Background: an optimization exercise with open tools, aiming at small area, a short achievable clock period and few clock cycles per item. Do not read the settings as production practice. RTL that was checked went through simulation tests only; none was proved equivalent to the original. Only the layout flow was run in runs 3 to 5; the RTL was not checked for function there. Power is estimated from default activity; no workload was simulated.

===== flow/design.v =====
`default_nettype none
package trit_dma_pkg;
    typedef logic [128-1:0] mword_t;
    typedef logic [28-1:0] maddr_t;
    typedef logic [32-1:0] sword_t;
    typedef logic [3-1:0] saddr_t;
    typedef logic [1:0] trit_t;
    typedef logic [2*27-1:0] trit_row_t;
    typedef logic [63:0] tick_t;
    typedef enum logic [1:0] {
        IDLE,
        LOAD,
        STORE,
        DONE
    } seq_state_t;
endpackage
`default_nettype wire
`timescale 1ns/1ps
`default_nettype none
module trit_dma_top (
    input  wire                       i_clk,
    input  wire                       i_arst,
    output logic                      o_finish_int,
    input  wire                       i_slave_write,
    input  wire                       i_slave_read,
    input  trit_dma_pkg::saddr_t      i_slave_address,
    input  trit_dma_pkg::sword_t      i_slave_writedata,
    input  wire [32/8-1:0]   i_slave_byteenable,
    output trit_dma_pkg::sword_t      o_slave_readdata,
    output logic                      o_slave_waitrequest,
    output logic                      o_slave_readdatavalid,
    output trit_dma_pkg::maddr_t      o_master_address,
    output logic                      o_master_read,
    output logic                      o_master_write,
    output trit_dma_pkg::mword_t      o_master_writedata,
    output logic [16-1:0]      o_master_byteenable,
    input  wire                       i_master_waitrequest,
    input  trit_dma_pkg::mword_t      i_master_readdata,
    input  wire                       i_master_readdatavalid
);
    localparam int DEPTH = 3;           
    localparam int PTR_W = (DEPTH > 1) ? $clog2(DEPTH) : 1;
    localparam int NB    = 16;
    localparam int LASTW = 6 - 1;
    trit_dma_pkg::sword_t src_reg;
    trit_dma_pkg::sword_t dst_reg;
    trit_dma_pkg::tick_t  tick_cnt;
    logic                 busy;
    logic                 finish;
    logic                 first;      
    logic                 start;
    assign o_slave_waitrequest   = 1'b0;
    assign o_slave_readdatavalid = i_slave_read;
    assign o_finish_int          = finish;
    assign start = i_slave_write && (i_slave_address == 3'd0) &&
                   i_slave_byteenable[0] && i_slave_writedata[1];
    always_ff @(posedge i_clk or posedge i_arst) begin
        if (i_arst) begin
            src_reg <= '0;
            dst_reg <= '0;
        end else if (i_slave_write) begin
            for (int i = 0; i < 32/8; i++) begin
                if (i_slave_byteenable[i]) begin
                    if (i_slave_address == 3'd1) src_reg[8*i +: 8] <= i_slave_writedata[8*i +: 8];
                    if (i_slave_address == 3'd2) dst_reg[8*i +: 8] <= i_slave_writedata[8*i +: 8];
                end
            end
        end
    end
    always_ff @(posedge i_clk or posedge i_arst) begin
        if (i_arst) begin
            tick_cnt <= '0;
        end else if (first) begin
            tick_cnt <= '0;
        end else if (busy) begin
            tick_cnt <= tick_cnt + 1'b1;
        end
    end
    always_comb begin
        case (i_slave_address)
            3'd0:      o_slave_readdata = {30'd0, busy, finish};
            3'd1:     o_slave_readdata = src_reg;
            3'd2:     o_slave_readdata = dst_reg;
            3'd3: o_slave_readdata = tick_cnt[31:0];
            3'd4: o_slave_readdata = tick_cnt[63:32];
            default:         o_slave_readdata = '0;
        endcase
    end
    logic [2:0]       rd_idx;     
    logic [2:0]       wr_idx;     
    logic [1:0]       avail;      
    logic [1:0]       cred;       
    logic             rd_q;
    logic             wr_q;
    logic             rd_acc;
    logic             wr_acc;
    logic             last_wr;
    logic [2:0]       rd_idx_n;
    logic [2:0]       wr_idx_n;
    logic [1:0]       avail_n;
    logic [1:0]       cred_n;
    logic             room_n;
    logic             rd_n;
    logic             wr_n;
    trit_dma_pkg::maddr_t addr_q;     
    assign o_master_read       = rd_q;
    assign o_master_write      = wr_q;
    assign rd_acc              = rd_q && !i_master_waitrequest;
    assign wr_acc              = wr_q && !i_master_waitrequest;
    assign last_wr             = wr_acc && (wr_idx == 3'(LASTW));
    assign o_master_byteenable = {16{1'b1}};
    assign o_master_address    = addr_q;
    assign rd_idx_n = rd_idx + 3'(rd_acc);
    assign wr_idx_n = wr_idx + 3'(wr_acc);
    assign avail_n  = avail + 2'(i_master_readdatavalid) - 2'(wr_acc);
    assign cred_n   = cred - 2'(rd_acc) + 2'(wr_acc);
    assign room_n   = (rd_idx_n != 3'(LASTW + 1)) && (cred_n != 2'd0);
    assign rd_n     = (rd_q && i_master_waitrequest) ||
                      (!(wr_q && i_master_waitrequest) && room_n);
    assign wr_n     = (wr_q && i_master_waitrequest) ||
                      (!(rd_q && i_master_waitrequest) && !room_n && (avail_n != 2'd0));
    always_ff @(posedge i_clk) begin
        if (start) begin
            addr_q <= src_reg[28-1:0];
        end else if (wr_n) begin
            addr_q <= dst_reg[28-1:0] + 28'(wr_idx_n);
        end else begin
            addr_q <= src_reg[28-1:0] + 28'(rd_idx_n);
        end
    end
    always_ff @(posedge i_clk or posedge i_arst) begin
        if (i_arst) begin
            busy   <= 1'b0;
            finish <= 1'b0;
            first  <= 1'b0;
            rd_q   <= 1'b0;
            wr_q   <= 1'b0;
            rd_idx <= '0;
            wr_idx <= '0;
            avail  <= '0;
            cred   <= '0;
        end else begin
            first <= start;
            if (start) begin
                busy   <= 1'b1;
                finish <= 1'b0;
                rd_q   <= 1'b1;
                wr_q   <= 1'b0;
                rd_idx <= '0;
                wr_idx <= '0;
                avail  <= '0;
                cred   <= 2'(DEPTH);
            end else begin
                rd_idx <= rd_idx_n;
                wr_idx <= wr_idx_n;
                avail  <= avail_n;
                cred   <= cred_n;
                if (last_wr) begin
                    busy   <= 1'b0;
                    finish <= 1'b1;
                    rd_q   <= 1'b0;
                    wr_q   <= 1'b0;
                end else if (busy) begin
                    rd_q <= rd_n;
                    wr_q <= wr_n;
                end
            end
        end
    end
    logic [2*NB-1:0]  buf_q [DEPTH];
    logic [DEPTH-1:0] rx_sel;     
    logic [DEPTH-1:0] wr_sel;     
    logic             tail_ok;    
    always_ff @(posedge i_clk or posedge i_arst) begin
        if (i_arst) begin
            rx_sel  <= DEPTH'(1);
            wr_sel  <= DEPTH'(1);
            tail_ok <= 1'b1;
        end else if (start) begin
            rx_sel  <= DEPTH'(1);
            wr_sel  <= DEPTH'(1);
            tail_ok <= 1'b1;
        end else begin
            if (i_master_readdatavalid) rx_sel <= {rx_sel[DEPTH-2:0], rx_sel[DEPTH-1]};
            if (wr_acc) begin
                wr_sel  <= {wr_sel[DEPTH-2:0], wr_sel[DEPTH-1]};
                tail_ok <= (wr_idx != 3'(LASTW - 1));
            end
        end
    end
    always_ff @(posedge i_clk) begin
        for (int e = 0; e < DEPTH; e++) begin
            if (i_master_readdatavalid && rx_sel[e]) begin
                for (int j = 0; j < NB; j++) buf_q[e][2*j +: 2] <= i_master_readdata[8*j +: 2];
            end
        end
    end
    always_comb begin
        logic [1:0] t;
        for (int j = 0; j < NB; j++) begin
            t = '0;
            for (int e = 0; e < DEPTH; e++) begin
                if (wr_sel[e] && (j == 0 || e != (LASTW % DEPTH) || tail_ok)) t = t | buf_q[e][2*j +: 2];
            end
            o_master_writedata[8*j +: 8] = {{6{t[1]}}, t};
        end
    end
endmodule
`default_nettype wire

===== flow/flow/run.sh =====
#!/bin/bash
set -euo pipefail
cd "$(dirname "$0")/.."
bash standard.sh BUFFER_PORTS_ARGS="-buffer_cell sky130_fd_sc_hd__buf_1" finish > standard_flow.log 2>&1

===== flow/standard.sh =====
#!/bin/bash
# synth_recipe.tcl (not shown) runs the flow's synth.tcl, then flattens the netlist and writes it again
# the make line also repeats each setting of config.mk as NAME=value (left out here)
make -C /OpenROAD-flow-scripts/flow DESIGN_CONFIG=/design/flow/config.mk WORK_HOME=/design/flow/orfs CLKGATE_MAP_FILE= SYNTH_SCRIPT=/design/flow/synth_recipe.tcl "${@:-finish}"

===== flow/config.mk =====
export PLATFORM = sky130hd
export DESIGN_NAME = trit_dma_top
export DESIGN_NICKNAME = trit_dma_top
export VERILOG_FILES = /design/flow/design.v
export SDC_FILE = /design/flow/constraint.sdc
export NUM_CORES = 4
export LEC_CHECK = 0
export CAP_MARGIN = 20
export CORE_MARGIN = 2
export CORE_UTILIZATION = 65
export CTS_CLUSTER_DIAMETER = 100
export CTS_CLUSTER_SIZE = 25
export SETUP_SLACK_MARGIN = 1.8
export SLEW_MARGIN = 20
export TNS_END_PERCENT = 100

===== flow/constraint.sdc =====
create_clock -name core_clock -period 5.0 [get_ports {i_clk}]
set_input_delay 1.0000 -clock core_clock [delete_from_list [all_inputs] [get_ports {i_clk}]]
set_output_delay 1.0000 -clock core_clock [all_outputs]
set_load 0.01 [all_outputs]

==> results.txt, run 1 <==
# TYPE chip_impl_metric gauge
chip_impl_metric{name="route.detailed.vias_per_inst",unit=""} 6.096
chip_impl_metric{name="finalClockSkew",unit="ns"} 0.01347
chip_impl_metric{name="die_y",unit="µm"} 149.7
chip_impl_metric{name="maxCapViolations",unit=""} 0
chip_impl_metric{name="layout_min_cycle_time",unit="ns"} 3.308
chip_impl_metric{name="worst_slack",unit="ns"} 1.692
chip_impl_info{name="outcome",value="complete, no violations"} 1
chip_impl_metric{name="detailedPlacementHpwl",unit="mm"} 24.26
chip_impl_metric{name="final-hold-violation-count",unit=""} 0
chip_impl_metric{name="route.antenna.remaining_nets",unit=""} 0
chip_impl_info{name="ys_flop_type",value="sky130_fd_sc_hd__dfrtp_1"} 1
chip_impl_metric{name="summed_instance_area_of_the_synthesized_netlist",unit="µm²"} 13800
chip_impl_info{name="grt_setup_unrepaired",value="true"} 1
chip_impl_metric{name="ys.warnings.count",unit=""} 2
chip_impl_info{name="setup.worst_path.class",value="in2out"} 1
chip_impl_info{name="max_flop_register",value="buf_q"} 1
chip_impl_metric{name="fmaxAchievable",unit="GHz"} 0.3023
chip_impl_metric{name="htreeDepth",unit=""} 1
chip_impl_metric{name="critical_path_arrival",unit="ns"} 2.31
chip_impl_info{name="tritoncts_clock_tree",value="yes"} 1
chip_impl_metric{name="placeableCoreArea",unit="µm²"} 20960
chip_impl_metric{name="totalWireLength",unit="mm"} 34.85
chip_impl_metric{name="synth.lib_cells_used.distinct",unit=""} 73
chip_impl_metric{name="gpl.final_weighted_congestion",unit=""} 0.9204
chip_impl_metric{name="grt_start_max_net_pins",unit=""} 105
chip_impl_metric{name="synthCells",unit=""} 1269
chip_impl_metric{name="boundary_pin_count",unit=""} 382
chip_impl_metric{name="hold-worst-slack",unit="ns"} 0.4454
chip_impl_metric{name="finalNonFillerCells",unit=""} 1715
chip_impl_metric{name="fin_setup_tns",unit="ns"} 0
chip_impl_metric{name="portBuffers",unit=""} 266
chip_impl_metric{name="placementRows",unit=""} 53
chip_impl_metric{name="remaining_drc_errors",unit=""} 0
chip_impl_metric{name="clk_pin_slew_worst_paths",unit="ns"} 0.10
chip_impl_metric{name="maxSlewViolCount",unit=""} 0
chip_impl_metric{name="die_w",unit="µm"} 149.7
chip_impl_metric{name="slew_headroom",unit="%"} 34.25
chip_impl_metric{name="post_synth_edffs",unit=""} 96
chip_impl_metric{name="post-route-period-util",unit="%"} 66.17
chip_impl_metric{name="reg2reg_depth",unit=""} 12
chip_impl_metric{name="place_inst",unit=""} 1667
chip_impl_metric{name="detail_route.iter0.violations",unit=""} 692
chip_impl_metric{name="grt_first_pass_wirelength",unit="mm"} 53.07
chip_impl_metric{name="first_global_vias",unit=""} 9589
chip_impl_info{name="crit_path_cell_trace",value="buf_8 -> nor2b_4 -> nor2b_4 -> buf_6 -> buf_12 -> a22o_1 -> a221o_1 -> clkbuf_2"} 1
chip_impl_metric{name="power_per_cell_area",unit="nW/µm²"} 509.2
chip_impl_metric{name="rrSetupSlack",unit="ns"} 2.03
chip_impl_metric{name="peakVddDrop",unit="mV"} 0.3712
chip_impl_metric{name="synth_seq_area_share",unit="%"} 52.19
chip_impl_metric{name="largest_register_ff_count",unit=""} 96
chip_impl_metric{name="async_reset_ff_share",unit="%"} 54.74
chip_impl_info{name="biggestRegsByFlops",value="buf_q x96, tick_cnt x64"} 1
chip_impl_metric{name="cp_data_required_time",unit="ns"} 4.00
chip_impl_metric{name="ys_seq_elements",unit=""} 274
chip_impl_metric{name="count_of_inserted_antenna_diode_cells",unit=""} 0
chip_impl_info{name="reg2reg_to",value="addr_q[26]$_DFF_P_"} 1
chip_impl_info{name="crit_top_cell",value="sky130_fd_sc_hd__nor2b_4"} 1
chip_impl_metric{name="power.leakage",unit="nW"} 6.040
chip_impl_metric{name="syn_to_final_growth",unit="%"} 11.15
chip_impl_metric{name="final_nets",unit=""} 1623
chip_impl_metric{name="globalRoute.totalOverflow",unit=""} 0
chip_impl_metric{name="detail_route.wl_per_cell",unit="µm"} 20.32
chip_impl_metric{name="share_of_final_layout_standard_cells_stronger_than_drive_strength_1",unit="%"} 14.03
chip_impl_metric{name="ctsLongestPathBuffers",unit=""} 3
chip_impl_info{name="worstHoldPathType",value="in2async"} 1
chip_impl_metric{name="placement.setup.worst_slack",unit="ns"} 1.046
chip_impl_metric{name="insertion_delay",unit="ns"} 0.50
chip_impl_info{name="rr_startpoint",value="wr_q$_DFFE_PP0P_"} 1
chip_impl_metric{name="vias",unit=""} 10454
chip_impl_metric{name="critical-path-max-stage-delay",unit="ns"} 0.33
chip_impl_metric{name="tightest_slew",unit="ns"} 0.9780
chip_impl_info{name="worst_setup_path_start_kind",value="primary input"} 1
chip_impl_metric{name="cts_sinks",unit=""} 274
chip_impl_metric{name="antenna_found_initial",unit=""} 0
chip_impl_metric{name="critical_path_peak_fanout",unit=""} 8
chip_impl_metric{name="initial_core_util",unit="%"} 65.84
chip_impl_metric{name="all_layer_global_routing_usage",unit="%"} 30.48
chip_impl_metric{name="die_area",unit="µm²"} 22410
chip_impl_metric{name="numCtsBuffers",unit=""} 14
chip_impl_info{name="crit_end_category",value="primary output"} 1
chip_impl_metric{name="postSynthAreaPerCell",unit="µm²"} 10.87
chip_impl_metric{name="finalCoreUtilization",unit="%"} 73.18
chip_impl_metric{name="finalSetupViolations",unit=""} 0
chip_impl_info{name="critical_path.slowest_cell",value="sky130_fd_sc_hd__a221o_1"} 1
chip_impl_metric{name="drt-pass1-iter-count",unit=""} 8
chip_impl_info{name="clk_tree_root_cell",value="sky130_fd_sc_hd__clkbuf_16"} 1
==> how the worst max path moves through the flow <==
stage                               startpoint                    to  slack, ns  cells after the start
after floorplan           i_master_waitrequest    addr_q[13]$_DFF_P_       1.75                     12
after global placement    i_master_waitrequest    addr_q[14]$_DFF_P_       1.08                     13
after detailed placement  i_master_waitrequest    addr_q[14]$_DFF_P_       1.05                     13
after CTS                   i_slave_address[2]  o_slave_readdata[12]       1.71                      8
after global routing        i_slave_address[2]  o_slave_readdata[12]       1.67                      8
final                       i_slave_address[2]   o_slave_readdata[6]       1.69                      8
==> power breakdown <==
part | switching (W) | internal [W] | total (W)
registers | 0.000378 | 0.00274 | 0.00312
clock network | 0.000685 | 0.000563 | 0.00125
logic | 0.00205 | 0.00138 | 0.00344
==> cell families (layout without fill, tap and decap cells) <==
group,count (synthesis),in the layout,share of synthesized area [%]
other,2,17,0.05443
AND/OR/NAND/NOR,383,383,13.71
buffers and inverters,228,384,9.431
multiplexers,71,71,5.713
adder cells (fa/ha/maj),17,17,1.651
XOR/XNOR,89,89,5.759
AO/OA/AOI/OAI,205,205,11.49
flip-flops,274,274,52.19
==> metrics by stage <==
| stage | power, W | cell area [µm²] |
|---|---|---|
| final | 0.007808 | 15330 |
| after global routing | 0.008344 | 15330 |
| after CTS | 0.007691 | 15110 |
| after detailed placement | 0.006357 | 14410 |
| after global placement | 0.006294 | 14410 |
| after floorplan | 0.005850 | 14010 |
==> placed cells by master, fill, tap and decap left out, drive strengths merged, types with 17 or more instances in the layout <==
cell / n
xnor2: 60
dfrtp: 147
inv: 49
nand2: 72
a22o: 31
nor2: 109
clkbuf: 42
a221o: 31
a21oi: 44
dfxtp: 28
conb: 17
nor3: 41
nor4: 22
mux2: 62
o21ai: 27
nand4: 33
a222oi: 32
edfxtp: 96
nand3: 40
xor2: 28
buf: 291
==> area by class of cell <==
class | instances | area, µm²
Clock buffer | 23 | 405.4
Fill cell | 1508 | 5620
Inverter | 51 | 197.7
Multi-Input combinational cell | 782 | 5618
Sequential cell | 274 | 7207
Tap cell | 275 | 344.1
Timing Repair Buffer | 310 | 1563
==> layer usage <==
layer,track usage (%),wire length (µm)
met4,8.396,881
met1,42.19,13770
met3,3.476,2764
met5,0,0
met2,51.58,17430
==> cell usage after synthesis (all sizes together) (2+ instances only) <==
cell    number  area (µm²)
o21ai       27       138.9
and3        15       93.84
fa           2       40.04
xnor2       60       525.5
or4          3       26.27
edfxtp      96        2883
a221oi       3       32.53
o22a         4       35.03
a31oi        3       18.77
nor3        41       205.2
a221o       31       310.3
nor4        22       143.9
dfrtp      147        3679
xor2        28       245.2
clkbuf      58       217.7
or3         11       68.82
or2          3       18.77
a222oi      32       320.3
conb         2       7.510
nand3       40       200.2
nor2       109       416.7
nand2b       5       31.28
a22oi        2       15.01
a211oi       3       22.52
nand2       72       270.3
mux2i        9       90.09
a22o        31       271.5
nand3b       2       15.01
o22ai        9       56.30
inv         50       187.7
o311ai       2       25.03
nor4b        3       26.28
dfstp        3       78.83
and2        13       81.33
nand4       33       212.7
a21oi       44       220.2
nor2b        6       37.54
ha          15       187.7
dfxtp       28       560.5
buf        119       892.1
mux2        62       698.2
==> what timing repair did <==
item	CTS	global route
buffers inserted	9	11
pin swaps	4	7
resized for setup	40	43
hold buffers	0	0
setup endpoints to repair	162	60
cloned	3	1
hold endpoints to repair	0	0
==> critical path: cells and delay by family <==
kind	cells	cell delay (ns)
buffers and inverters	4	0.50
and+or+nand+nor	2	0.27
AOI/OAI and AO/OA	2	0.53
Testbench counts, summed over its fixed seeds: cycles 5,654, transfers 320.
==> inputs of run 2 (changes only) <==
--- a/flow/config.mk
+++ b/flow/config.mk
@@ -10,6 +10,4 @@
 export CORE_UTILIZATION = 65
-export CTS_CLUSTER_DIAMETER = 100
-export CTS_CLUSTER_SIZE = 25
-export SETUP_SLACK_MARGIN = 1.8
+export SETUP_SLACK_MARGIN = 2.0
 export SLEW_MARGIN = 20
-export TNS_END_PERCENT = 100
+export TNS_END_PERCENT = 0
==> run 2 against run 1 <==
  * Maximum frequency shrank 1.1%
  * Sequential cell count is the same
  * Still clean
  * Wire length grew 1.6%
  * Utilization grew 1.1 points
  * Critical path depth shrank 1
  * Clock power grew 71%
  * Largest power group unchanged
  * Sequential power is essentially flat
  * Non-clock buffer count shrank 10
  * Power grew 9.6%
  * Final area grew 1.4%
==> results.txt, run 2 <==
# TYPE chip_impl_metric gauge
chip_impl_metric{name="critical_path_peak_fanout",unit=""} 8
chip_impl_info{name="tritoncts_clock_tree",value="yes"} 1
chip_impl_info{name="max_flop_register",value="buf_q"} 1
chip_impl_metric{name="detail_route.iter0.violations",unit=""} 741
chip_impl_metric{name="detailedPlacementHpwl",unit="mm"} 24.22
chip_impl_metric{name="final-hold-violation-count",unit=""} 0
chip_impl_metric{name="place_inst",unit=""} 1669
chip_impl_info{name="worstHoldPathType",value="reg2reg"} 1
chip_impl_info{name="synth_area_leaders",value="sky130_fd_sc_hd__dfrtp_1 27%, sky130_fd_sc_hd__edfxtp_1 21%, sky130_fd_sc_hd__buf_4 6.2%, sky130_fd_sc_hd__mux2_2 5.1%, sky130_fd_sc_hd__dfxtp_1 4.1%"} 1
chip_impl_metric{name="hold-path-cell-count",unit=""} 2
chip_impl_metric{name="die_w",unit="µm"} 149.7
chip_impl_metric{name="remaining_drc_errors",unit=""} 0
chip_impl_metric{name="finalClockSkew",unit="ns"} 0.02162
chip_impl_metric{name="peakVddDrop",unit="mV"} 0.3045
chip_impl_metric{name="critical_path_arrival",unit="ns"} 2.34
chip_impl_metric{name="first_global_vias",unit=""} 9898
chip_impl_metric{name="route.detailed.vias_per_inst",unit=""} 6.126
chip_impl_info{name="synth_common_cells",value="147 x sky130_fd_sc_hd__dfrtp_1, 114 x sky130_fd_sc_hd__buf_4, 108 x sky130_fd_sc_hd__nor2_1"} 1
chip_impl_metric{name="vias",unit=""} 10629
chip_impl_metric{name="power.leakage",unit="nW"} 6.138
chip_impl_metric{name="boundary_pin_count",unit=""} 382
chip_impl_metric{name="ctsLongestPathBuffers",unit=""} 3
chip_impl_metric{name="tightest_slew",unit="ns"} 1.023
chip_impl_metric{name="clk_pin_slew_worst_paths",unit="ns"} 0.06
chip_impl_metric{name="all_layer_global_routing_usage",unit="%"} 30.45
chip_impl_metric{name="totalWireLength",unit="mm"} 35.42
chip_impl_metric{name="grt_first_pass_wirelength",unit="mm"} 53.30
chip_impl_metric{name="die_y",unit="µm"} 149.7
chip_impl_metric{name="maxCapViolations",unit=""} 0
chip_impl_metric{name="placementRows",unit=""} 53
chip_impl_metric{name="numCtsBuffers",unit=""} 28
chip_impl_metric{name="cts_sinks",unit=""} 274
chip_impl_info{name="setup.worst_path.class",value="in2out"} 1
chip_impl_metric{name="count_of_inserted_antenna_diode_cells",unit=""} 0
chip_impl_info{name="hold_start",value="rx_sel[2]$_DFFE_PP0P_"} 1
chip_impl_metric{name="reg2reg_depth",unit=""} 9
chip_impl_info{name="rr_startpoint",value="rd_q$_DFFE_PP0P_"} 1
chip_impl_metric{name="largest_register_ff_count",unit=""} 96
chip_impl_info{name="synth_area_leader_cell",value="sky130_fd_sc_hd__dfrtp_1"} 1
chip_impl_metric{name="gpl.final_weighted_congestion",unit=""} 0.8864
chip_impl_metric{name="fin_total_pwr",unit="W"} 0.008557
chip_impl_metric{name="globalRoute.totalOverflow",unit=""} 0
chip_impl_metric{name="finalCoreUtilization",unit="%"} 74.24
chip_impl_info{name="ys_flop_type",value="sky130_fd_sc_hd__dfrtp_1"} 1
chip_impl_metric{name="grt_start_max_net_pins",unit=""} 151
chip_impl_metric{name="synth_seq_area_share",unit="%"} 52.19
chip_impl_metric{name="cp_data_required_time",unit="ns"} 4.00
chip_impl_metric{name="drt-pass1-iter-count",unit=""} 8
chip_impl_info{name="grt_setup_unrepaired",value="true"} 1
chip_impl_metric{name="portBuffers",unit=""} 266
chip_impl_metric{name="finalNonFillerCells",unit=""} 1735
chip_impl_metric{name="share_of_final_layout_standard_cells_stronger_than_drive_strength_1",unit="%"} 13.42
chip_impl_metric{name="insertion_delay",unit="ns"} 0.55
chip_impl_metric{name="htreeDepth",unit=""} 1
chip_impl_metric{name="maxSlewViolCount",unit=""} 0
chip_impl_info{name="commonest_cells_after_routing_fill_and_taps_aside",value="255 x sky130_fd_sc_hd__buf_1, 144 x sky130_fd_sc_hd__dfrtp_1, 105 x sky130_fd_sc_hd__nor2_1"} 1
chip_impl_info{name="worst_setup_path_start_kind",value="primary input"} 1
chip_impl_info{name="whs_endpoint",value="rx_sel[2]$_DFFE_PP0P_"} 1
chip_impl_metric{name="initial_core_util",unit="%"} 65.84
chip_impl_info{name="crit_end_category",value="primary output"} 1
chip_impl_metric{name="fmaxAchievable",unit="GHz"} 0.2990
chip_impl_metric{name="cts_hold_buffers",unit=""} 0
chip_impl_metric{name="post_synth_edffs",unit=""} 96
chip_impl_metric{name="postSynthAreaPerCell",unit="µm²"} 10.87
chip_impl_metric{name="synth_largest_type_area_fraction",unit="%"} 26.66
chip_impl_metric{name="route.antenna.remaining_nets",unit=""} 0
chip_impl_info{name="final_common_cell",value="sky130_fd_sc_hd__buf_1"} 1
chip_impl_metric{name="async_reset_ff_share",unit="%"} 54.74
chip_impl_metric{name="synth.lib_cells_used.distinct",unit=""} 73
chip_impl_metric{name="rrSetupSlack",unit="ns"} 1.92
chip_impl_info{name="reg2reg_to",value="addr_q[26]$_DFF_P_"} 1
chip_impl_metric{name="syn_to_final_growth",unit="%"} 12.75
chip_impl_metric{name="slew_headroom",unit="%"} 31.23
chip_impl_metric{name="power_per_cell_area",unit="nW/µm²"} 550.1
chip_impl_metric{name="fin_setup_tns",unit="ns"} 0
chip_impl_metric{name="finalSetupViolations",unit=""} 0
chip_impl_metric{name="final_nets",unit=""} 1628
chip_impl_metric{name="detail_route.wl_per_cell",unit="µm"} 20.41
chip_impl_metric{name="synthCells",unit=""} 1269
chip_impl_metric{name="die_area",unit="µm²"} 22410
chip_impl_metric{name="ys.warnings.count",unit=""} 2
chip_impl_metric{name="placeableCoreArea",unit="µm²"} 20960
chip_impl_metric{name="summed_instance_area_of_the_synthesized_netlist",unit="µm²"} 13800
chip_impl_metric{name="layout_min_cycle_time",unit="ns"} 3.345
chip_impl_info{name="outcome",value="complete, no violations"} 1
chip_impl_info{name="clk_tree_root_cell",value="sky130_fd_sc_hd__clkbuf_16"} 1
chip_impl_info{name="synth_most_common_cell",value="sky130_fd_sc_hd__dfrtp_1"} 1
chip_impl_metric{name="post-route-period-util",unit="%"} 66.89
chip_impl_info{name="biggestRegsByFlops",value="buf_q x96, tick_cnt x64"} 1
chip_impl_metric{name="antenna_found_initial",unit=""} 0
chip_impl_metric{name="ys_seq_elements",unit=""} 274
[run 2: how the worst max path moves through the flow]
stage | start | end | slack, ns | depth (start not counted)
after global routing | i_slave_address[1] | o_slave_readdata[3] | 1.66 | 7
after detailed placement | i_master_waitrequest | addr_q[13]$_DFF_P_ | 0.88 | 13
after global placement | i_master_waitrequest | addr_q[13]$_DFF_P_ | 0.98 | 13
final | i_slave_address[1] | o_slave_readdata[18] | 1.66 | 7
after CTS | i_slave_address[2] | o_slave_readdata[3] | 1.70 | 7
after floorplan | i_master_waitrequest | addr_q[25]$_DFF_P_ | 1.44 | 11
[run 2: kinds of logic (layout without fill, tap and decap cells)]
logic type	count (synthesis)	count (layout)	share of synthesized area, %
fa+ha+maj	17	17	1.651
flops	274	274	52.19
other cells	2	17	0.05443
xor+xnor	89	89	5.759
buf+inv	228	403	9.431
mux	71	71	5.713
simple gates	383	384	13.71
compound gates	205	205	11.49
[run 2: critical path, stage by stage]
cell and delay, ns:
sky130_fd_sc_hd__buf_4 0.16, sky130_fd_sc_hd__nor2b_4 0.14, sky130_fd_sc_hd__nor2b_4 0.32, sky130_fd_sc_hd__clkbuf_16 0.23
sky130_fd_sc_hd__a22o_1 0.16, sky130_fd_sc_hd__a221o_1 0.18, sky130_fd_sc_hd__clkbuf_2 0.15
[run 2: final cells by class]
cell class	instances	area, µm²
clock buffer	37	795.8
fill	1491	5399
clock inverter	15	156.4
tap	275	344.1
multi-input combinational	783	5494
sequential	274	7208
inverter	51	195.2
timing repair buffer	300	1363
[run 2: report_power, final]
part           internal (W)  switching, W  total (W)
sequential          0.00275      0.000352    0.00310
clock               0.00127      0.000867    0.00214
combinational       0.00128       0.00204    0.00332
total               0.00530       0.00326    0.00856
[run 2: what timing repair did]
item                                    CTS  global route
gates cloned                              0             4
setup buffers                             2             8
pin swaps                                 2             3
endpoints found under the setup margin  186           210
gates resized for setup                  21            35
[run 2: through the flow]
| stage | worst slack, ns | cell area, µm² | hold slack [ns] |
|---|---|---|---|
| after global placement | 0.9813 | 14280 | 0.4882 |
| final | 1.655 | 15560 | 0.5017 |
| after CTS | 1.701 | 15310 | 0.5080 |
| after floorplan | 1.440 | 13860 | 0.4742 |
| after detailed placement | 0.8783 | 14280 | 0.4949 |
| after global routing | 1.660 | 15560 | 0.5273 |
[run 2: metal layers]
| metal | vias up | routed length [µm] | global-route usage [%] |
|---|---|---|---|
| li1 | 4850 | - | - |
| met1 | 5192 | 13870 | 40.86 |
| met2 | 522 | 17550 | 51.61 |
| met3 | 65 | 3030 | 4.817 |
| met4 | 0 | 972 | 9.057 |
| met5 | - | 0 | 0 |
==> inputs of run 3 (changes only) <==
--- a/flow/design.v
+++ b/flow/design.v
@@ -121,10 +121,8 @@
                       (!(rd_q && i_master_waitrequest) && !room_n && (avail_n != 2'd0));
+    trit_dma_pkg::maddr_t base_n;
+    logic [2:0]           idx_n;
+    assign base_n = (wr_n && !start) ? dst_reg[28-1:0] : src_reg[28-1:0];
+    assign idx_n  = start ? 3'd0 : wr_n ? wr_idx_n : rd_idx_n;
     always_ff @(posedge i_clk) begin
-        if (start) begin
-            addr_q <= src_reg[28-1:0];
-        end else if (wr_n) begin
-            addr_q <= dst_reg[28-1:0] + 28'(wr_idx_n);
-        end else begin
-            addr_q <= src_reg[28-1:0] + 28'(rd_idx_n);
-        end
+        addr_q <= base_n + 28'(idx_n);
     end
--- a/flow/config.mk
+++ b/flow/config.mk
@@ -9,3 +9,3 @@
 export CORE_MARGIN = 2
-export CORE_UTILIZATION = 65
+export CORE_UTILIZATION = 40
 export SETUP_SLACK_MARGIN = 2.0
==> run 3 against run 2 <==
  * Setup slack lost 0.46 ns
  * Clock skew shrank 0.0034 ns
  * Sequential cell count is the same
  * Critical path depth grew 12
  * Power grew 6.7%
  * Via count shrank 7.9%
==> results.txt, run 3 <==
# TYPE chip_impl_metric gauge
chip_impl_info{name="outcome",value="complete, no violations"} 1
chip_impl_metric{name="final-hold-violation-count",unit=""} 0
chip_impl_metric{name="die_w",unit="µm"} 187.8
chip_impl_metric{name="totalWireLength",unit="mm"} 34.82
chip_impl_info{name="clk_tree_root_cell",value="sky130_fd_sc_hd__clkbuf_16"} 1
chip_impl_metric{name="postSynthAreaPerCell",unit="µm²"} 11.30
chip_impl_metric{name="placement.setup.worst_slack",unit="ns"} 0.09744
chip_impl_info{name="commonest_cells_after_routing_fill_and_taps_aside",value="265 x sky130_fd_sc_hd__buf_1, 145 x sky130_fd_sc_hd__dfrtp_1, 96 x sky130_fd_sc_hd__edfxtp_1"} 1
chip_impl_metric{name="initial_core_util",unit="%"} 40.50
chip_impl_metric{name="vias",unit=""} 9784
chip_impl_metric{name="critical_path_peak_fanout",unit=""} 14
chip_impl_metric{name="finalClockSkew",unit="ns"} 0.01826
chip_impl_info{name="whs_endpoint",value="rx_sel[2]$_DFFE_PP0P_"} 1
chip_impl_metric{name="clk_pin_slew_worst_paths",unit="ns"} 0.06
chip_impl_metric{name="post_synth_edffs",unit=""} 96
chip_impl_info{name="grt_setup_unrepaired",value="true"} 1
chip_impl_metric{name="grt_first_pass_wirelength",unit="mm"} 54.11
chip_impl_metric{name="syn_to_final_growth",unit="%"} 17.25
chip_impl_metric{name="maxCapViolations",unit=""} 0
chip_impl_metric{name="first_global_vias",unit=""} 9458
chip_impl_metric{name="synthCells",unit=""} 1196
chip_impl_info{name="crit_end_category",value="flip-flop"} 1
chip_impl_info{name="reg2reg_to",value="addr_q[25]$_DFF_P_"} 1
chip_impl_metric{name="ys_seq_elements",unit=""} 274
chip_impl_metric{name="final_nets",unit=""} 1572
chip_impl_metric{name="htreeDepth",unit=""} 1
chip_impl_metric{name="remaining_drc_errors",unit=""} 0
chip_impl_metric{name="antenna_found_initial",unit=""} 4
chip_impl_metric{name="post-route-period-util",unit="%"} 76.10
chip_impl_info{name="biggestRegsByFlops",value="buf_q x96, tick_cnt x64"} 1
chip_impl_metric{name="fin_total_pwr",unit="W"} 0.009134
chip_impl_metric{name="reg2reg_depth",unit=""} 18
chip_impl_info{name="synth_area_leaders",value="sky130_fd_sc_hd__dfrtp_1 27%, sky130_fd_sc_hd__edfxtp_1 21%, sky130_fd_sc_hd__buf_4 6.4%, sky130_fd_sc_hd__mux2_2 5.3%, sky130_fd_sc_hd__xor2_1 4.3%"} 1
chip_impl_metric{name="synth_seq_area_share",unit="%"} 53.28
chip_impl_info{name="tritoncts_clock_tree",value="yes"} 1
chip_impl_metric{name="largest_register_ff_count",unit=""} 96
chip_impl_metric{name="layout_min_cycle_time",unit="ns"} 3.805
chip_impl_metric{name="die_y",unit="µm"} 187.8
chip_impl_metric{name="detailedPlacementHpwl",unit="mm"} 23.93
chip_impl_info{name="final_common_cell",value="sky130_fd_sc_hd__buf_1"} 1
chip_impl_metric{name="boundary_pin_count",unit=""} 382
chip_impl_metric{name="tightest_slew",unit="ns"} 0.9037
chip_impl_metric{name="route.antenna.remaining_nets",unit=""} 0
chip_impl_metric{name="route.detailed.vias_per_inst",unit=""} 5.255
chip_impl_metric{name="slew_headroom",unit="%"} 39.75
chip_impl_info{name="setup.worst_path.class",value="in2reg"} 1
chip_impl_metric{name="portBuffers",unit=""} 266
chip_impl_metric{name="power_per_cell_area",unit="nW/µm²"} 576.5
chip_impl_metric{name="synth.lib_cells_used.distinct",unit=""} 59
chip_impl_metric{name="critical-path-max-stage-delay",unit="ns"} 0.28
chip_impl_metric{name="worst_slack",unit="ns"} 1.195
chip_impl_metric{name="hold-worst-slack",unit="ns"} 0.5056
chip_impl_metric{name="maxSlewViolCount",unit=""} 0
chip_impl_metric{name="finalNonFillerCells",unit=""} 1862
chip_impl_info{name="ys_flop_type",value="sky130_fd_sc_hd__dfrtp_1"} 1
chip_impl_metric{name="share_of_final_layout_standard_cells_stronger_than_drive_strength_1",unit="%"} 15.93
chip_impl_info{name="max_flop_register",value="buf_q"} 1
chip_impl_metric{name="hold-path-cell-count",unit=""} 2
chip_impl_metric{name="placementRows",unit=""} 67
chip_impl_metric{name="detail_route.wl_per_cell",unit="µm"} 18.70
chip_impl_metric{name="fin_setup_tns",unit="ns"} 0
chip_impl_info{name="critical_path.slowest_cell",value="sky130_fd_sc_hd__mux2i_2"} 1
chip_impl_metric{name="gpl.final_weighted_congestion",unit=""} 0.8336
chip_impl_info{name="crit_path_cell_trace",value="buf_6 -> nand2b_4 -> xnor2_2 -> ha_2 -> xnor2_4 -> mux2i_2 -> o21ai_2 -> buf_4 -> nor3_4 -> buf_6 -> mux2i_4 -> inv_1 -> ha_1 -> a21o_1 -> a21o_4 -> buf_6 -> nand4_1 -> xor2_1 -> mux2i_1"} 1
chip_impl_metric{name="crit_buf_inv",unit=""} 5
chip_impl_metric{name="die_area",unit="µm²"} 35270
chip_impl_info{name="worst_setup_path_start_kind",value="primary input"} 1
chip_impl_metric{name="grt_start_max_net_pins",unit=""} 151
chip_impl_info{name="synth_area_leader_cell",value="sky130_fd_sc_hd__dfrtp_1"} 1
chip_impl_metric{name="detail_route.iter0.violations",unit=""} 656
chip_impl_info{name="rr_startpoint",value="wr_q$_DFFE_PP0P_"} 1
chip_impl_metric{name="critical_path_arrival",unit="ns"} 4.23
chip_impl_metric{name="finalSetupViolations",unit=""} 0
chip_impl_metric{name="cts_sinks",unit=""} 274
chip_impl_metric{name="ys.warnings.count",unit=""} 2
chip_impl_info{name="crit_top_cell",value="sky130_fd_sc_hd__buf_6"} 1
chip_impl_info{name="synth_most_common_cell",value="sky130_fd_sc_hd__dfrtp_1"} 1
chip_impl_metric{name="power.leakage",unit="nW"} 6.398
chip_impl_metric{name="placeableCoreArea",unit="µm²"} 33360
chip_impl_info{name="synth_common_cells",value="147 x sky130_fd_sc_hd__dfrtp_1, 115 x sky130_fd_sc_hd__buf_4, 96 x sky130_fd_sc_hd__edfxtp_1"} 1
chip_impl_metric{name="peakVddDrop",unit="mV"} 0.4378
chip_impl_info{name="hold_start",value="rx_sel[2]$_DFFE_PP0P_"} 1
chip_impl_metric{name="async_reset_ff_share",unit="%"} 54.74
chip_impl_info{name="cp_top_family",value="multiplexers"} 1
chip_impl_metric{name="place_inst",unit=""} 1785
chip_impl_metric{name="all_layer_global_routing_usage",unit="%"} 19.47
chip_impl_metric{name="rrSetupSlack",unit="ns"} 1.28
chip_impl_metric{name="synth_largest_type_area_fraction",unit="%"} 27.22
chip_impl_metric{name="drt-pass1-iter-count",unit=""} 5
chip_impl_metric{name="globalRoute.totalOverflow",unit=""} 0
chip_impl_metric{name="ctsLongestPathBuffers",unit=""} 3
chip_impl_metric{name="cp_data_required_time",unit="ns"} 5.42
chip_impl_metric{name="fmaxAchievable",unit="GHz"} 0.2628
chip_impl_metric{name="numCtsBuffers",unit=""} 31
chip_impl_info{name="worstHoldPathType",value="reg2reg"} 1
chip_impl_metric{name="insertion_delay",unit="ns"} 0.55
chip_impl_metric{name="summed_instance_area_of_the_synthesized_netlist",unit="µm²"} 13510
## run 3: timing repair
item                                   in CTS  in global routing
hold buffers                                0                  0
buffers inserted                           10                  8
resized for setup                          35                 25
pin swaps                                  16                 19
setup endpoints to repair                 187                187
endpoints found under the hold margin       0                  0
## run 3: worst reg2reg max path: cells and delay by family (launching register included)
| kind | cells | cell delay, ns |
|---|---|---|
| muxes | 2 | 0.37 |
| DFF | 1 | 0.51 |
| AOI/OAI and AO/OA | 3 | 0.52 |
| xor gates and xnor gates | 4 | 0.85 |
| buffers and inverters | 4 | 0.53 |
| and+or+nand+nor | 3 | 0.37 |
| adders and majority gates | 2 | 0.46 |
## run 3: how the worst max path moves through the flow
stage | cells after the start | slack, ns | start | endpoint
detailed placement | 18 | 0.1 | i_master_waitrequest | addr_q[24]$_DFF_P_
floorplan | 20 | 0.15 | i_master_waitrequest | addr_q[24]$_DFF_P_
CTS | 21 | 1.10 | i_master_waitrequest | addr_q[24]$_DFF_P_
finish | 19 | 1.19 | i_master_waitrequest | addr_q[25]$_DFF_P_
global placement | 18 | 0.16 | i_master_waitrequest | addr_q[24]$_DFF_P_
global route | 19 | 1.03 | i_master_waitrequest | addr_q[17]$_DFF_P_
## run 3: report_power, final
group | total, W | switching [W] | internal, W
logic | 0.00353 | 0.00206 | 0.00147
registers | 0.00314 | 0.000399 | 0.00274
clock network | 0.00247 | 0.000916 | 0.00155
## run 3: final cells by class
| cell class | instances | area, µm² |
|---|---|---|
| Fill cell | 3142 | 17520 |
| Sequential cell | 274 | 7203 |
| Multi-Input combinational cell | 719 | 5368 |
| Timing Repair Buffer | 314 | 1394 |
| Clock buffer | 34 | 787.0 |
| Tap cell | 448 | 560.5 |
| Clock inverter | 23 | 344.1 |
| Inverter | 48 | 183.9 |
| Antenna cell | 2 | 5.005 |
## run 3: through the flow
| step | area (µm²) | utilization [%] |
|---|---|---|
| 3_5_place_dp | 14310 | 42.88 |
| 3_3_place_gp | 14310 | 42.88 |
| 2_1_floorplan | 13570 | - |
| 4_1_cts | 15670 | 46.95 |
| 5_1_grt | 15840 | 47.48 |
| 6_report | 15850 | 47.49 |
## run 3: logic make-up (layout without fill, tap and decap cells)
group                    count (synthesis)  count (layout)  share of synthesized area [%]
AO/OA/AOI/OAI                          167             167                          9.925
buffers and inverters                  218             419                          9.314
flip-flops                             274             274                          53.28
XOR/XNOR                               108             108                          6.999
multiplexers                            76              76                          6.222
AND/OR/NAND/NOR                        340             340                          13.13
other                                    2              19                        0.05557
adder cells (fa/ha/maj)                 11              11                          1.074
## run 3: layer usage
layer,track usage [%],share of wire (%)
met1,24.60,41
met5,0,0.098
met2,33.19,49
met4,7.511,3.8
met3,3.556,6.1
==> inputs of run 4 (changes only) <==
--- a/flow/config.mk
+++ b/flow/config.mk
@@ -9,3 +9,5 @@
 export CORE_MARGIN = 2
-export CORE_UTILIZATION = 40
+export CORE_UTILIZATION = 65
+export CTS_CLUSTER_DIAMETER = 100
+export CTS_CLUSTER_SIZE = 25
 export SETUP_SLACK_MARGIN = 2.0
==> run 4 against run 3 <==
  * Still clean on timing, DRC and antenna
  * Critical path depth is the same
  * Via count shrank 0.48%
  * Final cell count shrank 12%
  * Clock-buffer cell count shrank 10
  * Register-to-register slack lost 0.10 ns
  * Clock power shrank about 50%
  * Utilization grew 26 points
  * Global-route usage grew 8.0 points
  * Synthesized cell count is the same
  * Wire length shrank 9.4%
  * Critical endpoint is now addr_q[19]$_DFF_P_
  * Largest power group unchanged
  * Highest routed layer is now met4
==> results.txt, run 4 <==
# TYPE chip_impl_metric gauge
chip_impl_metric{name="detail_route.wl_per_cell",unit="µm"} 19.16
chip_impl_metric{name="post-route-period-util",unit="%"} 77.94
chip_impl_info{name="synth_area_leader_cell",value="sky130_fd_sc_hd__dfrtp_1"} 1
chip_impl_metric{name="final-hold-violation-count",unit=""} 0
chip_impl_info{name="worst_setup_path_start_kind",value="primary input"} 1
chip_impl_metric{name="first_global_vias",unit=""} 8879
chip_impl_metric{name="placementRows",unit=""} 52
chip_impl_info{name="biggestRegsByFlops",value="buf_q x96, tick_cnt x64"} 1
chip_impl_metric{name="reg2reg_depth",unit=""} 19
chip_impl_info{name="whs_endpoint",value="src_reg[29]$_DFFE_PP0P_"} 1
chip_impl_metric{name="remaining_drc_errors",unit=""} 0
chip_impl_metric{name="final.fill_count",unit=""} 1510
chip_impl_metric{name="fin_setup_tns",unit="ns"} 0
chip_impl_metric{name="boundary_pin_count",unit=""} 382
chip_impl_metric{name="finalNonFillerCells",unit=""} 1646
chip_impl_metric{name="finalSetupViolations",unit=""} 0
chip_impl_info{name="rr_startpoint",value="wr_q$_DFFE_PP0P_"} 1
chip_impl_metric{name="route.detailed.vias_per_inst",unit=""} 5.916
chip_impl_info{name="crit_end_category",value="flip-flop"} 1
chip_impl_metric{name="route.antenna.remaining_nets",unit=""} 0
chip_impl_metric{name="share_of_final_layout_standard_cells_stronger_than_drive_strength_1",unit="%"} 12.86
chip_impl_metric{name="cp_data_required_time",unit="ns"} 5.40
chip_impl_metric{name="insertion_delay",unit="ns"} 0.49
chip_impl_metric{name="final_nets",unit=""} 1552
chip_impl_metric{name="all_layer_global_routing_usage",unit="%"} 27.51
chip_impl_metric{name="power.leakage",unit="nW"} 6.065
chip_impl_metric{name="antenna_found_initial",unit=""} 1
chip_impl_metric{name="synth_largest_type_area_fraction",unit="%"} 27.22
chip_impl_info{name="reg2reg_to",value="addr_q[20]$_DFF_P_"} 1
chip_impl_metric{name="power_per_cell_area",unit="nW/µm²"} 528.1
chip_impl_info{name="crit_path_cell_trace",value="buf_6 -> nand2b_4 -> xnor2_4 -> ha_4 -> xnor2_4 -> mux2i_1 -> o21ai_1 -> buf_4 -> nor3_4 -> buf_4 -> mux2i_2 -> inv_1 -> ha_1 -> a21o_1 -> a21o_4 -> nand3b_1 -> nor2_1 -> xnor2_1 -> mux2i_1"} 1
chip_impl_info{name="synth_common_cells",value="147 x sky130_fd_sc_hd__dfrtp_1, 115 x sky130_fd_sc_hd__buf_4, 96 x sky130_fd_sc_hd__edfxtp_1"} 1
chip_impl_metric{name="globalRoute.totalOverflow",unit=""} 0
chip_impl_metric{name="drt-pass1-iter-count",unit=""} 6
chip_impl_metric{name="maxSlewViolCount",unit=""} 0
chip_impl_metric{name="portBuffers",unit=""} 266
chip_impl_metric{name="synthCells",unit=""} 1196
chip_impl_metric{name="finalClockSkew",unit="ns"} 0.02386
chip_impl_info{name="commonest_cells_after_routing_fill_and_taps_aside",value="265 x sky130_fd_sc_hd__buf_1, 145 x sky130_fd_sc_hd__dfrtp_1, 96 x sky130_fd_sc_hd__edfxtp_1"} 1
chip_impl_info{name="setup.worst_path.class",value="in2reg"} 1
chip_impl_metric{name="async_reset_ff_share",unit="%"} 54.74
chip_impl_metric{name="grt_use_met3",unit="%"} 3.282
chip_impl_metric{name="htreeDepth",unit=""} 1
chip_impl_metric{name="die_w",unit="µm"} 148.2
chip_impl_metric{name="met1_use_gr",unit="%"} 37.32
chip_impl_info{name="synth_area_leaders",value="sky130_fd_sc_hd__dfrtp_1 27%, sky130_fd_sc_hd__edfxtp_1 21%, sky130_fd_sc_hd__buf_4 6.4%, sky130_fd_sc_hd__mux2_2 5.3%, sky130_fd_sc_hd__xor2_1 4.3%"} 1
chip_impl_metric{name="grt_start_max_net_pins",unit=""} 151
chip_impl_info{name="grt_setup_unrepaired",value="true"} 1
chip_impl_metric{name="synth.lib_cells_used.distinct",unit=""} 59
chip_impl_metric{name="numCtsBuffers",unit=""} 14
chip_impl_metric{name="peakVddDrop",unit="mV"} 0.3476
chip_impl_metric{name="ys.warnings.count",unit=""} 2
chip_impl_metric{name="die_y",unit="µm"} 148.2
chip_impl_metric{name="hold-path-cell-count",unit=""} 1
chip_impl_metric{name="clk_pin_slew_worst_paths",unit="ns"} 0.10
chip_impl_metric{name="die_area",unit="µm²"} 21960
chip_impl_info{name="final_common_cell",value="sky130_fd_sc_hd__buf_1"} 1
chip_impl_metric{name="synth_seq_area_share",unit="%"} 53.28
chip_impl_info{name="clk_tree_root_cell",value="sky130_fd_sc_hd__clkbuf_16"} 1
chip_impl_metric{name="largest_register_ff_count",unit=""} 96
chip_impl_info{name="critical_path.slowest_cell",value="sky130_fd_sc_hd__ha_1"} 1
chip_impl_metric{name="count_of_inserted_antenna_diode_cells",unit=""} 0
chip_impl_info{name="worstHoldPathType",value="reg2reg"} 1
chip_impl_info{name="grt_most_used_layer",value="met2"} 1
chip_impl_metric{name="layout_min_cycle_time",unit="ns"} 3.897
chip_impl_info{name="outcome",value="complete, no violations"} 1
chip_impl_metric{name="critical_path_peak_fanout",unit=""} 6
chip_impl_metric{name="ys_seq_elements",unit=""} 274
chip_impl_metric{name="tightest_slew",unit="ns"} 1.043
chip_impl_metric{name="multi_input_area",unit="µm²"} 5350
chip_impl_metric{name="placeableCoreArea",unit="µm²"} 20300
chip_impl_metric{name="totalWireLength",unit="mm"} 31.53
chip_impl_metric{name="postSynthAreaPerCell",unit="µm²"} 11.30
chip_impl_info{name="ys_flop_type",value="sky130_fd_sc_hd__dfrtp_1"} 1
chip_impl_metric{name="grt.met2_usage",unit="%"} 47.43
chip_impl_metric{name="ctsLongestPathBuffers",unit=""} 3
chip_impl_metric{name="critical-path-max-stage-delay",unit="ns"} 0.28
chip_impl_metric{name="rrSetupSlack",unit="ns"} 1.18
chip_impl_metric{name="initial_core_util",unit="%"} 66.57
chip_impl_metric{name="maxCapViolations",unit=""} 0
chip_impl_info{name="tritoncts_clock_tree",value="yes"} 1
chip_impl_info{name="cp_top_family",value="multiplexers"} 1
chip_impl_metric{name="cts_hold_buffers",unit=""} 0
chip_impl_info{name="max_flop_register",value="buf_q"} 1
chip_impl_metric{name="cts_sinks",unit=""} 274
chip_impl_metric{name="fmaxAchievable",unit="GHz"} 0.2566
chip_impl_metric{name="critical_path_arrival",unit="ns"} 4.30
chip_impl_metric{name="post_synth_edffs",unit=""} 96
chip_impl_metric{name="summed_instance_area_of_the_synthesized_netlist",unit="µm²"} 13510
chip_impl_metric{name="place_inst",unit=""} 1605
chip_impl_metric{name="detailedPlacementHpwl",unit="mm"} 21.91
chip_impl_metric{name="syn_to_final_growth",unit="%"} 9.897
chip_impl_metric{name="vias",unit=""} 9737
chip_impl_metric{name="gpl.final_weighted_congestion",unit=""} 0.8853
chip_impl_metric{name="seqCellArea",unit="µm²"} 7203
chip_impl_metric{name="crit_buf_inv",unit=""} 4
chip_impl_metric{name="grt_first_pass_wirelength",unit="mm"} 47.82
chip_impl_metric{name="slew_headroom",unit="%"} 29.94
chip_impl_info{name="hold_start",value="src_reg[29]$_DFFE_PP0P_"} 1
chip_impl_metric{name="detail_route.iter0.violations",unit=""} 746
chip_impl_info{name="synth_most_common_cell",value="sky130_fd_sc_hd__dfrtp_1"} 1
run 4: cell counts after synthesis:
Identical to the previous run, type by type.
run 4: timing repair:
item                                    4_1_cts  5_1_grt
buffers inserted                             14        3
resized for setup                            31       18
pin swaps                                    14       20
endpoints found under the setup margin      186      187
run 4: final cells by class:
type                       count  share of cell area (%)
sequential                   274                   48.50
multi-input combinational    719                   36.02
timing repair buffer         311                   9.208
clock buffer                  24                   2.755
tap                          270                   2.275
inverter                      48                   1.238
run 4: kinds of logic after synthesis:
kind of cell	Yosys count	synth area share, %
AND/OR/NAND/NOR	340	13.13
AO/OA/AOI/OAI	167	9.925
other	2	0.05557
adder cells (fa/ha/maj)	11	1.074
buffers and inverters	218	9.314
XOR/XNOR	108	6.999
multiplexers	76	6.222
flip-flops	274	53.28
run 4: power by group:
| part | internal (W) | switching, W |
|---|---|---|
| Sequential | 0.00273 | 0.000384 |
| Combinational | 0.00145 | 0.00203 |
| Clock | 0.000566 | 0.000675 |
| Total | 0.00475 | 0.00309 |
run 4: worst max-delay path by stage:
stage | start | to | slack (ns) | cells past startpoint
2_1_floorplan | i_master_waitrequest | addr_q[24]$_DFF_P_ | 0.15 | 20
3_3_place_gp | i_master_waitrequest | addr_q[24]$_DFF_P_ | 0.13 | 18
3_5_place_dp | i_master_waitrequest | addr_q[24]$_DFF_P_ | 0.09 | 18
4_1_cts | i_master_waitrequest | addr_q[24]$_DFF_P_ | 1.09 | 21
5_1_grt | i_master_waitrequest | addr_q[15]$_DFF_P_ | 0.97 | 19
6_report | i_master_waitrequest | addr_q[19]$_DFF_P_ | 1.10 | 19
run 4: routing by layer:
metal  vias to the layer above  part of all wire, %
li1                       4523                    -
met1                      4784                   41
met2                       384                   51
met3                        46                  5.9
met4                         0                  2.2
met5                         -                    0
run 4: worst reg2reg max path, delay by kind of cell, from the launching register on:
kind                     cells  cell delay [ns]
AND/OR/NAND/NOR              3             0.30
AO/OA/AOI/OAI                3             0.71
adder cells (fa/ha/maj)      2             0.57
XOR/XNOR                     4             0.63
multiplexers                 1             0.15
flip-flops                   1             0.51
buffers and inverters        6             0.87
run 4: stage by stage:
stage / util (%) / hold WS [ns] / worst slack [ns] / instance area (µm²) / total power (W)
floorplan: - / 0.4742 / 0.1472 / 13570 / 0.005566
global placement: 69.31 / 0.4904 / 0.1332 / 14070 / 0.006140
detailed placement: 69.31 / 0.4975 / 0.08697 / 14070 / 0.006185
CTS: 72.53 / 0.5197 / 1.091 / 14720 / 0.007724
global route: 73.16 / 0.5346 / 0.9653 / 14850 / 0.008299
finish: 73.16 / 0.5180 / 1.103 / 14850 / 0.007844
==> inputs of run 5 (changes only) <==
--- a/flow/design.v
+++ b/flow/design.v
@@ -121,8 +121,23 @@
                       (!(rd_q && i_master_waitrequest) && !room_n && (avail_n != 2'd0));
-    trit_dma_pkg::maddr_t base_n;
-    logic [2:0]           idx_n;
-    assign base_n = (wr_n && !start) ? dst_reg[28-1:0] : src_reg[28-1:0];
-    assign idx_n  = start ? 3'd0 : wr_n ? wr_idx_n : rd_idx_n;
+    logic                 room;
+    logic                 other_rd;
+    logic                 stall;
+    logic                 same_n;
+    trit_dma_pkg::maddr_t other_addr;
+    assign room       = (rd_idx != 3'(LASTW + 1)) && (cred != 2'd0);
+    assign other_rd   = wr_q || (!rd_q && room);
+    assign other_addr = (other_rd ? src_reg[28-1:0] : dst_reg[28-1:0]) +
+                        28'(other_rd ? rd_idx : wr_idx);
+    assign stall      = (rd_q || wr_q) && i_master_waitrequest;
+    assign same_n     = (rd_q && rd_n) || (wr_q && wr_n);
     always_ff @(posedge i_clk) begin
-        addr_q <= base_n + 28'(idx_n);
+        if (start) begin
+            addr_q <= src_reg[28-1:0];
+        end else if (stall) begin
+            addr_q <= addr_q;
+        end else if (same_n) begin
+            addr_q <= addr_q + 1'b1;
+        end else begin
+            addr_q <= other_addr;
+        end
     end
--- a/flow/config.mk
+++ b/flow/config.mk
@@ -9,5 +9,3 @@
 export CORE_MARGIN = 2
-export CORE_UTILIZATION = 65
-export CTS_CLUSTER_DIAMETER = 100
-export CTS_CLUSTER_SIZE = 25
+export CORE_UTILIZATION = 40
 export SETUP_SLACK_MARGIN = 2.0
==> run 5 against run 4 <==
  * Synthesized cell count rose by 16%
  * Wire length rose by 28%
  * Die area rose by 76%
  * Sequential cell count did not move
  * Worst hold slack worse by 0.015 ns
  * Sequential power rose by 9.3%
  * Global-route usage fell by 7.2 points
  * Clock skew down 0.0034 ns
  * Critical endpoint is now addr_q[22]$_DFFE_PP_
  * Largest power group is now registers
  * Highest routed layer unchanged
==> results.txt, run 5 <==
# TYPE chip_impl_metric gauge
chip_impl_metric{name="grt.met2_usage",unit="%"} 33.71
chip_impl_metric{name="finalNonFillerCells",unit=""} 2051
chip_impl_metric{name="first_global_vias",unit=""} 10685
chip_impl_metric{name="synth.lib_cells_used.distinct",unit=""} 63
chip_impl_metric{name="all_layer_global_routing_usage",unit="%"} 20.30
chip_impl_metric{name="htreeDepth",unit=""} 1
chip_impl_metric{name="place_inst",unit=""} 1975
chip_impl_metric{name="antenna_found_initial",unit=""} 3
chip_impl_info{name="setup.worst_path.class",value="reg2reg"} 1
chip_impl_info{name="crit_end_category",value="flip-flop"} 1
chip_impl_metric{name="post_synth_edffs",unit=""} 124
chip_impl_metric{name="summed_instance_area_of_the_synthesized_netlist",unit="µm²"} 14810
chip_impl_metric{name="boundary_pin_count",unit=""} 382
chip_impl_metric{name="met1_use_gr",unit="%"} 27.69
chip_impl_info{name="clk_tree_root_cell",value="sky130_fd_sc_hd__clkbuf_16"} 1
chip_impl_metric{name="fin_setup_tns",unit="ns"} 0
chip_impl_metric{name="detail_route.iter0.violations",unit=""} 853
chip_impl_metric{name="critical_path_arrival",unit="ns"} 3.68
chip_impl_info{name="outcome",value="complete, no violations"} 1
chip_impl_metric{name="placeableCoreArea",unit="µm²"} 36520
chip_impl_metric{name="detailedPlacementHpwl",unit="mm"} 28.59
chip_impl_info{name="grt_setup_unrepaired",value="true"} 1
chip_impl_metric{name="cts_sinks",unit=""} 274
chip_impl_metric{name="detail_route.wl_per_cell",unit="µm"} 19.66
chip_impl_metric{name="final-hold-violation-count",unit=""} 0
chip_impl_metric{name="cp_data_required_time",unit="ns"} 5.30
chip_impl_info{name="synth_area_leaders",value="sky130_fd_sc_hd__edfxtp_1 25%, sky130_fd_sc_hd__dfrtp_1 25%, sky130_fd_sc_hd__buf_4 5.8%, sky130_fd_sc_hd__mux2_2 5.1%, sky130_fd_sc_hd__xor2_1 4.1%"} 1
chip_impl_metric{name="numCtsBuffers",unit=""} 30
chip_impl_metric{name="finalSetupViolations",unit=""} 0
chip_impl_metric{name="synth_seq_area_share",unit="%"} 50.53
chip_impl_metric{name="placementRows",unit=""} 70
chip_impl_metric{name="fin_total_pwr",unit="W"} 0.008842
chip_impl_metric{name="die_y",unit="µm"} 196.4
chip_impl_metric{name="grt_start_max_net_pins",unit=""} 151
chip_impl_metric{name="tightest_slew",unit="ns"} 1.004
chip_impl_info{name="grt_most_used_layer",value="met2"} 1
chip_impl_metric{name="maxSlewViolCount",unit=""} 0
chip_impl_info{name="worstHoldPathType",value="reg2reg"} 1
chip_impl_metric{name="finalClockSkew",unit="ns"} 0.02050
chip_impl_metric{name="critical_path_peak_fanout",unit=""} 6
chip_impl_metric{name="portBuffers",unit=""} 266
chip_impl_metric{name="cts_hold_buffers",unit=""} 0
chip_impl_metric{name="die_area",unit="µm²"} 38570
chip_impl_metric{name="synth_largest_type_area_fraction",unit="%"} 25.15
chip_impl_metric{name="grt_first_pass_wirelength",unit="mm"} 61.89
chip_impl_metric{name="maxCapViolations",unit=""} 0
chip_impl_metric{name="route.antenna.remaining_nets",unit=""} 0
chip_impl_metric{name="gpl.final_weighted_congestion",unit=""} 0.8920
chip_impl_metric{name="slew_headroom",unit="%"} 32.48
[run 5: per-layer routing]
layer	wire length (µm)	vias up
met1	17830	5453
met3	2557	56
met4	1001	0
met2	18930	420
met5	0	-
li1	-	5256
[run 5: report_power, final]
part           switching, W  leakage (nW)  internal [W]
Combinational       0.00194          3.18       0.00131
Sequential         0.000539          3.08       0.00287
Clock              0.000913         0.483       0.00127
[run 5: cell families (layout without fill, tap and decap cells)]
group	after synthesis	after routing	share of synthesized area [%]
and+or+nand+nor	442	442	14.95
DFF	274	274	50.53
buffers and inverters	235	414	8.882
AOI/OAI and AO/OA	213	213	10.72
xor gates and xnor gates	113	113	6.778
muxes	93	93	6.854
adders and majority gates	14	14	1.234
other	2	20	0.05072
[run 5: critical path, cell delays in order, from the launching register on]
cell and delay, ns:
sky130_fd_sc_hd__dfrtp_1 0.38, sky130_fd_sc_hd__and3b_2 0.25, sky130_fd_sc_hd__o21ai_4 0.21, sky130_fd_sc_hd__nand2_1 0.09, sky130_fd_sc_hd__nand2_1 0.08, sky130_fd_sc_hd__ha_2 0.18
sky130_fd_sc_hd__inv_1 0.05, sky130_fd_sc_hd__fa_2 0.36, sky130_fd_sc_hd__nor2b_4 0.14, sky130_fd_sc_hd__buf_6 0.13, sky130_fd_sc_hd__o2111ai_4 0.13, sky130_fd_sc_hd__nor4_4 0.36
sky130_fd_sc_hd__a21oi_2 0.05, sky130_fd_sc_hd__buf_4 0.17, sky130_fd_sc_hd__nor4_4 0.26, sky130_fd_sc_hd__xor2_1 0.18, sky130_fd_sc_hd__a21oi_1 0.08
[run 5: layout make-up]
type | count | area (µm²)
timing repair buffer | 307 | 1485
inverter | 52 | 198.9
antenna | 3 | 7.507
clock buffer | 41 | 870.8
fill | 3453 | 19530
sequential | 274 | 7487
tap | 468 | 585.6
multi-input combinational | 892 | 6242
clock inverter | 14 | 112.6
[run 5: stage by stage]
stage | hold slack (ns) | utilization, % | cell area [µm²] | setup WS [ns]
after floorplan | 0.4742 | - | 14870 | 1.030
after global placement | 0.4896 | 42.62 | 15560 | 1.104
after detailed placement | 0.4960 | 42.62 | 15560 | 1.041
after CTS | 0.5082 | 46.31 | 16910 | 1.657
after global routing | 0.5275 | 46.51 | 16990 | 1.499
final | 0.5031 | 46.52 | 16990 | 1.628
[run 5: repair_timing]
item                                    in CTS  in global routing
gates cloned                                 3                  0
pin swaps                                   11                  7
endpoints found under the setup margin     188                184
setup buffers                               11                  4
resized for setup                           53                  6
[run 5: final timing paths]
path | slack [ns] | depth (start not counted) | from | to
setup / recovery | 1.63 | 16 | rd_idx[1]$_DFF_PP0_ | addr_q[22]$_DFFE_PP_
min in group asynchronous | 0.62 | 3 | i_arst | rx_sel[1]$_DFFE_PP0P_
max in group asynchronous | 3.69 | 3 | i_arst | tick_cnt[56]$_DFFE_PP0P_
hold reg to reg | 0.50 | 2 | rx_sel[2]$_DFFE_PP0P_ | rx_sel[2]$_DFFE_PP0P_
hold / removal | 0.50 | 2 | rx_sel[2]$_DFFE_PP0P_ | rx_sel[2]$_DFFE_PP0P_
setup reg to reg | 1.63 | 16 | rd_idx[1]$_DFF_PP0_ | addr_q[22]$_DFFE_PP_

==> separate check: timing with driven ports <==
In the flow no input, the clock included, has a driving cell. The finished layouts below were timed again as built, in two steps.
Step 1: set_driving_cell puts a clkbuf_16 on i_clk and a buf_2 on each other input, an assumption about the parent block.
Step 2 moves the port delays by t, midway between the first and last clock arrival at a register: inputs arrive t later, outputs are due t later. That takes back most of the time a late clock gives input paths.
Slacks: ideal ports / drivers / drivers and shift; pairs: ideal ports / drivers.
run	t, ns	slack for setup (ns)	hold slack, ns	worst setup path at the end	worst slew at a driven data input, ns
run 1	0.542	1.692 / 1.638 / 1.365	0.445 / 0.413 / 0.517	input to register	0.07
run 2	0.585	1.655 / 1.627 / 1.221	0.502 / 0.502 / 0.502	input to register	0.07
run 3	0.596	1.195 / 1.197 / 0.601	0.506 / 0.506 / 0.506	input to register	0.12
run 4	0.529	1.103 / 1.123 / 0.594	0.518 / 0.518 / 0.518	input to register	0.10
run 5	0.613	1.628 / 1.590 / 1.201	0.503 / 0.503 / 0.503	input to register	0.10
After both steps every run listed still meets setup and hold. For run 3, which loses most, drivers alone change the setup slack by +0.002 ns; drivers and shift together by -0.594 ns.
